Background: an optimization exercise with open tools, aiming at small area, a short achievable clock period and few clock cycles per item. Do not read the settings as production practice. Where RTL was checked, it was by simulation tests only, not by an equivalence proof against the original.

## triangle_strip_tessellator
module triangle_strip_tessellator (
    input  logic        clk,
    input  logic        rst_n,
    input  logic        start,
    output logic        busy,
    input  logic [47:0] corner_bottom_left,
    input  logic [47:0] corner_bottom_right,
    input  logic [47:0] corner_top,
    input  logic [47:0] normal_left,
    input  logic [47:0] normal_right,
    input  logic [47:0] normal_top,
    input  logic        cfg_wr_en,
    input  logic [3:0]  cfg_wr_data,
    output logic        vertex_valid,
    output logic [47:0] vertex_position,
    output logic [47:0] vertex_normal,
    output logic        last_vertex
);
For scale: about 2500 cells after synthesis.
==> flow/config.mk <==
export PLATFORM = sky130hd
export DESIGN_NAME = triangle_strip_tessellator
export DESIGN_NICKNAME = triangle_strip_tessellator
export VERILOG_FILES = /design/flow/design.v
export SDC_FILE = /design/flow/constraint.sdc
export NUM_CORES = 4
export LEC_CHECK = 0
export CAP_MARGIN = 20
export CORE_MARGIN = 2
export CORE_UTILIZATION = 40
export SLEW_MARGIN = 20
==> flow/constraint.sdc <==
create_clock -name core_clock -period 6.0 [get_ports {clk}]
set_input_delay 1.2000 -clock core_clock [delete_from_list [all_inputs] [get_ports {clk}]]
set_output_delay 1.2000 -clock core_clock [all_outputs]
set_load 0.01 [all_outputs]
run.sh (not shown) runs the stock make flow with config.mk's settings and CLKGATE_MAP_FILE= SYNTH_SCRIPT=/design/flow/synth_recipe.tcl, a recipe that flattens the netlist after the stock synthesis.
Then changed:
--- a/flow/config.mk
+++ b/flow/config.mk
@@ -9,3 +9,4 @@
 export CORE_MARGIN = 2
 export CORE_UTILIZATION = 40
+export SETUP_SLACK_MARGIN = 2.5
 export SLEW_MARGIN = 20
Outcome: Routed wire length grows by 12%. Via count grows by 6.2%. Sequential cell count stays the same. Design area rose by 12%. Sequential share of layout area decreases by 4.3 points. Die area is unchanged. First-iteration DRC count rose by 5.8%. Core utilization grows by 6.0 points. Global-route usage is higher by 2.1 points.
Function was not checked in any run of this note: the RTL went through the layout flow alone.

* * *

triangle_strip_tessellator, a different RTL version from the one above (not shown whole).
For scale: about 2900 cells after synthesis, about 610 flip-flops, about 400 I/O pins.
==> flow/config.mk <==
export PLATFORM = sky130hd
export DESIGN_NAME = triangle_strip_tessellator
export DESIGN_NICKNAME = triangle_strip_tessellator
export VERILOG_FILES = /design/flow/design.v
export SDC_FILE = /design/flow/constraint.sdc
export NUM_CORES = 4
export LEC_CHECK = 0
export CAP_MARGIN = 20
export CORE_MARGIN = 2
export CORE_UTILIZATION = 40
export CTS_CLUSTER_DIAMETER = 80
export CTS_CLUSTER_SIZE = 25
export SETUP_SLACK_MARGIN = 2.8
export SLEW_MARGIN = 20
==> flow/constraint.sdc <==
create_clock -name core_clock -period 6.0 [get_ports {clk}]
set_input_delay 1.2000 -clock core_clock [delete_from_list [all_inputs] [get_ports {clk}]]
set_output_delay 1.2000 -clock core_clock [all_outputs]
set_load 0.01 [all_outputs]
standard.sh (not shown) runs the stock make flow with config.mk's settings and CLKGATE_MAP_FILE= SYNTH_SCRIPT=/design/flow/synth_recipe.tcl, a recipe that flattens the netlist after the stock synthesis.
==> flow/flow/run.sh <==
#!/bin/bash
# Layout: the standard flow (standard.sh, all ORFS steps), except that the
# port buffers are the smallest buffer cell instead of ORFS's default choice.
set -euo pipefail
export BUFFER_PORTS_ARGS="-buffer_cell sky130_fd_sc_hd__buf_1"
bash standard.sh > standard_flow.log 2>&1
The baseline finished with timing, DRC and antenna clean.
Testbench counts at the start, summed over its fixed seeds: cycles 12,172, vertices 9,852.
Next try:
Settings changed: CORE_UTILIZATION 40 to 60, SETUP_SLACK_MARGIN 2.8 to 3.0.
Cell area hardly moves.
Die area is lower by a quarter to a third.
Global-route usage went up by 11 points.
Non-clock buffer count increases by 24.
Utilization goes up by 23 points.
Setup slack is better by 0.12 ns.
Register-to-register slack gains 0.12 ns.
Routed wire length goes down slightly.
Next try:
Settings changed: CORE_UTILIZATION 60 to 40.
Clock skew rose by 0.011 ns.
Via count shrinks by a few percent.
Area after synthesis stays the same.
Core utilization falls by 22 points.
Clock-buffer cell count goes up by 2.
Die area went up by well over a third.
Register-to-register slack is worse by 0.04 ns.
Maximum frequency fell slightly.
Routed wire length barely changes.
Next try:
Settings changed: CTS_CLUSTER_DIAMETER 80 to not set, CTS_CLUSTER_SIZE 25 to not set.
=> Worst hold slack got worse by 0.014 ns; core utilization rose by 1.3 points.

* * *

triangle_strip_tessellator, a different RTL version from the one above (not shown whole).
Size in the first run: about 400 I/O pins.
Settings: LEC_CHECK=0, CAP_MARGIN=20, CORE_MARGIN=2, CORE_UTILIZATION=40, SETUP_SLACK_MARGIN=3.0, SLEW_MARGIN=20; clock period 6.0 ns.
run.sh (not shown) runs the stock make flow with config.mk's settings and CLKGATE_MAP_FILE= SYNTH_SCRIPT=/design/flow/synth_recipe.tcl, a recipe that flattens the netlist after the stock synthesis.
Stock flow here: none of the scripts above is used.
The first run produced a clean layout.
Testbench counts at the start, summed over its fixed seeds: cycles 12,172, vertices 9,852.
Rerun with:
Settings changed: SETUP_SLACK_MARGIN 3.0 to 3.4.
Outcome:
- The new run finished with timing, DRC and antenna clean
- routed wire length increases by 6.4%
- non-clock buffer count increases by 179
- final area is higher by 11%

* * *

triangle_strip_tessellator with an RTL version that a note above also has.
Size: about 2900 cells after synthesis, ~610 flip-flops, about 400 I/O pins.
==> flow/config.mk <==
export PLATFORM = sky130hd
export DESIGN_NAME = triangle_strip_tessellator
export DESIGN_NICKNAME = triangle_strip_tessellator
export VERILOG_FILES = /design/flow/design.v
export SDC_FILE = /design/flow/constraint.sdc
export NUM_CORES = 4
export LEC_CHECK = 0
export CAP_MARGIN = 20
export CORE_MARGIN = 2
export CORE_UTILIZATION = 40
export CTS_CLUSTER_DIAMETER = 80
export CTS_CLUSTER_SIZE = 25
export PLACE_DENSITY = 0.7
export SETUP_SLACK_MARGIN = 3.15
export SLEW_MARGIN = 20
==> flow/constraint.sdc <==
create_clock -name core_clock -period 6.0 [get_ports {clk}]
set_input_delay 1.2000 -clock core_clock [delete_from_list [all_inputs] [get_ports {clk}]]
set_output_delay 1.2000 -clock core_clock [all_outputs]
set_load 0.01 [all_outputs]
standard.sh (not shown) runs the stock make flow with config.mk's settings and CLKGATE_MAP_FILE= SYNTH_SCRIPT=/design/flow/synth_recipe.tcl, a recipe that flattens the netlist after the stock synthesis.
Scripts as last shown in full above: flow/flow/run.sh
Testbench counts at the start, summed over its fixed seeds: cycles 12,172, vertices 9,852.
Next try:
Settings changed: SETUP_SLACK_MARGIN 3.15 to 3.0.
After rerunning: Synthesized area does not change; design area fell by 2.3%; clock skew fell by 0.019 ns; sequential share of layout area rose by 1.0 points; worst setup slack loses 0.073 ns; non-clock buffer count fell by 46; final cell count fell by 1.1%.
Next try:
Settings changed: PLACE_DENSITY 0.7 to default, SETUP_SLACK_MARGIN 3.0 to 3.15.
Result: The new run passed the timing, DRC and antenna checks. Clock-buffer cell count went up by 3. Die area does not change. Sequential cell count is unchanged. Global-route usage rises by 1.0 points. Critical path depth is unchanged. Hold slack is worse by 0.0052 ns.

* * *

== the baseline ==
triangle_strip_tessellator, a different RTL version from the one above (not shown whole).
Size in the first run: about 2900 cells after synthesis, about 400 I/O pins, about 32000 um2 of cells after synthesis.
==> flow/config.mk <==
export PLATFORM = sky130hd
export DESIGN_NAME = triangle_strip_tessellator
export DESIGN_NICKNAME = triangle_strip_tessellator
export VERILOG_FILES = /design/flow/design.v
export SDC_FILE = /design/flow/constraint.sdc
export NUM_CORES = 4
export LEC_CHECK = 0
export CAP_MARGIN = 20
export CORE_MARGIN = 2
export CORE_UTILIZATION = 40
export CTS_CLUSTER_DIAMETER = 80
export CTS_CLUSTER_SIZE = 25
export PLACE_DENSITY = 0.7
export SETUP_SLACK_MARGIN = 3.15
export SLEW_MARGIN = 20
==> flow/constraint.sdc <==
create_clock -name core_clock -period 6.0 [get_ports {clk}]
set_input_delay 1.2000 -clock core_clock [delete_from_list [all_inputs] [get_ports {clk}]]
set_output_delay 1.2000 -clock core_clock [all_outputs]
set_load 0.01 [all_outputs]
Scripts as last shown in full above: flow/flow/run.sh
Having completed the whole flow, the baseline delivered a layout that passed the timing, DRC and antenna checks.
Testbench counts of the baseline, summed over its fixed seeds: cycles 12,172, vertices 9,852.
> inputs changed (the baseline -> the candidate)
diff --git a/flow/config.mk b/flow/config.mk
--- a/flow/config.mk
+++ b/flow/config.mk
@@ -13,2 +13 @@
-export PLACE_DENSITY = 0.7
-export SETUP_SLACK_MARGIN = 3.15
+export SETUP_SLACK_MARGIN = 3.0
==> comparison <==
- From the baseline to the candidate the numbers moved as follows: maximum frequency lower; routed via count divided by cell count lower.
- Looking at the candidate and the baseline, the setup TNS is a wash.
- Taking the baseline as the reference, in the candidate hold slack increased 0.030 ns; critical path depth decreased 1; clock skew increased 0.011 ns; floorplan die height essentially unchanged.
- In terms of area occupied by registers, the candidate and the baseline differ only marginally.
- The candidate finished every step from synthesis to the final layout, and the layout passed the timing, DRC and antenna checks.

## port drivers added, routing unchanged
The flow's constraints put no driver on any port. The routed layouts listed below were extracted and timed again, unchanged, in two steps. Step 1: set_driving_cell puts a clkbuf_16 on clk and a buf_2 on each other input, an assumption about the parent block. Step 2 adds t to the input delays and takes it off the output delays; t is the mean of the earliest and latest rising clock arrival at the registers after step 1. Input paths then give back, and output paths get back, about the clock's delay inside the block. a / b / c = ideal / step 1 / step 2; a / b = the first two.
| run | t (ns) | slack for setup (ns) | hold WS [ns] |
|---|---|---|---|
| the first run of note 1 | 0.663 | 1.219 / 1.219 / 1.219 | 0.527 / 0.527 / 0.527 |
| the second run of note 1 | 0.679 | 2.019 / 2.019 / 2.019 | 0.538 / 0.535 / 0.538 |
| the first run of note 2 | 0.655 | 2.894 / 2.894 / 2.894 | 0.365 / 0.365 / 0.365 |
| the second run of note 2 | 0.651 | 3.016 / 3.016 / 3.016 | 0.370 / 0.370 / 0.370 |
| the third run of note 2 | 0.655 | 2.979 / 2.979 / 2.979 | 0.375 / 0.375 / 0.375 |
| the fourth run of note 2 | 0.676 | 2.993 / 2.993 / 2.993 | 0.360 / 0.360 / 0.360 |
| the first run of note 3 | 0.683 | 2.854 / 2.854 / 2.854 | 0.359 / 0.359 / 0.359 |
| the second run of note 3 | 0.678 | 2.972 / 2.972 / 2.972 | 0.356 / 0.356 / 0.356 |
| the first run of note 4 | 0.655 | 3.085 / 3.085 / 3.085 | 0.370 / 0.370 / 0.370 |
| the second run of note 4 | 0.655 | 3.012 / 3.012 / 3.012 | 0.373 / 0.373 / 0.373 |
| the third run of note 4 | 0.649 | 3.073 / 3.073 / 3.073 | 0.368 / 0.368 / 0.368 |
| the baseline | 0.658 | 3.079 / 3.079 / 3.079 | 0.374 / 0.374 / 0.374 |
| the candidate | 0.665 | 3.003 / 3.003 / 3.003 | 0.403 / 0.403 / 0.403 |
After both steps setup and hold are still met in every run listed.
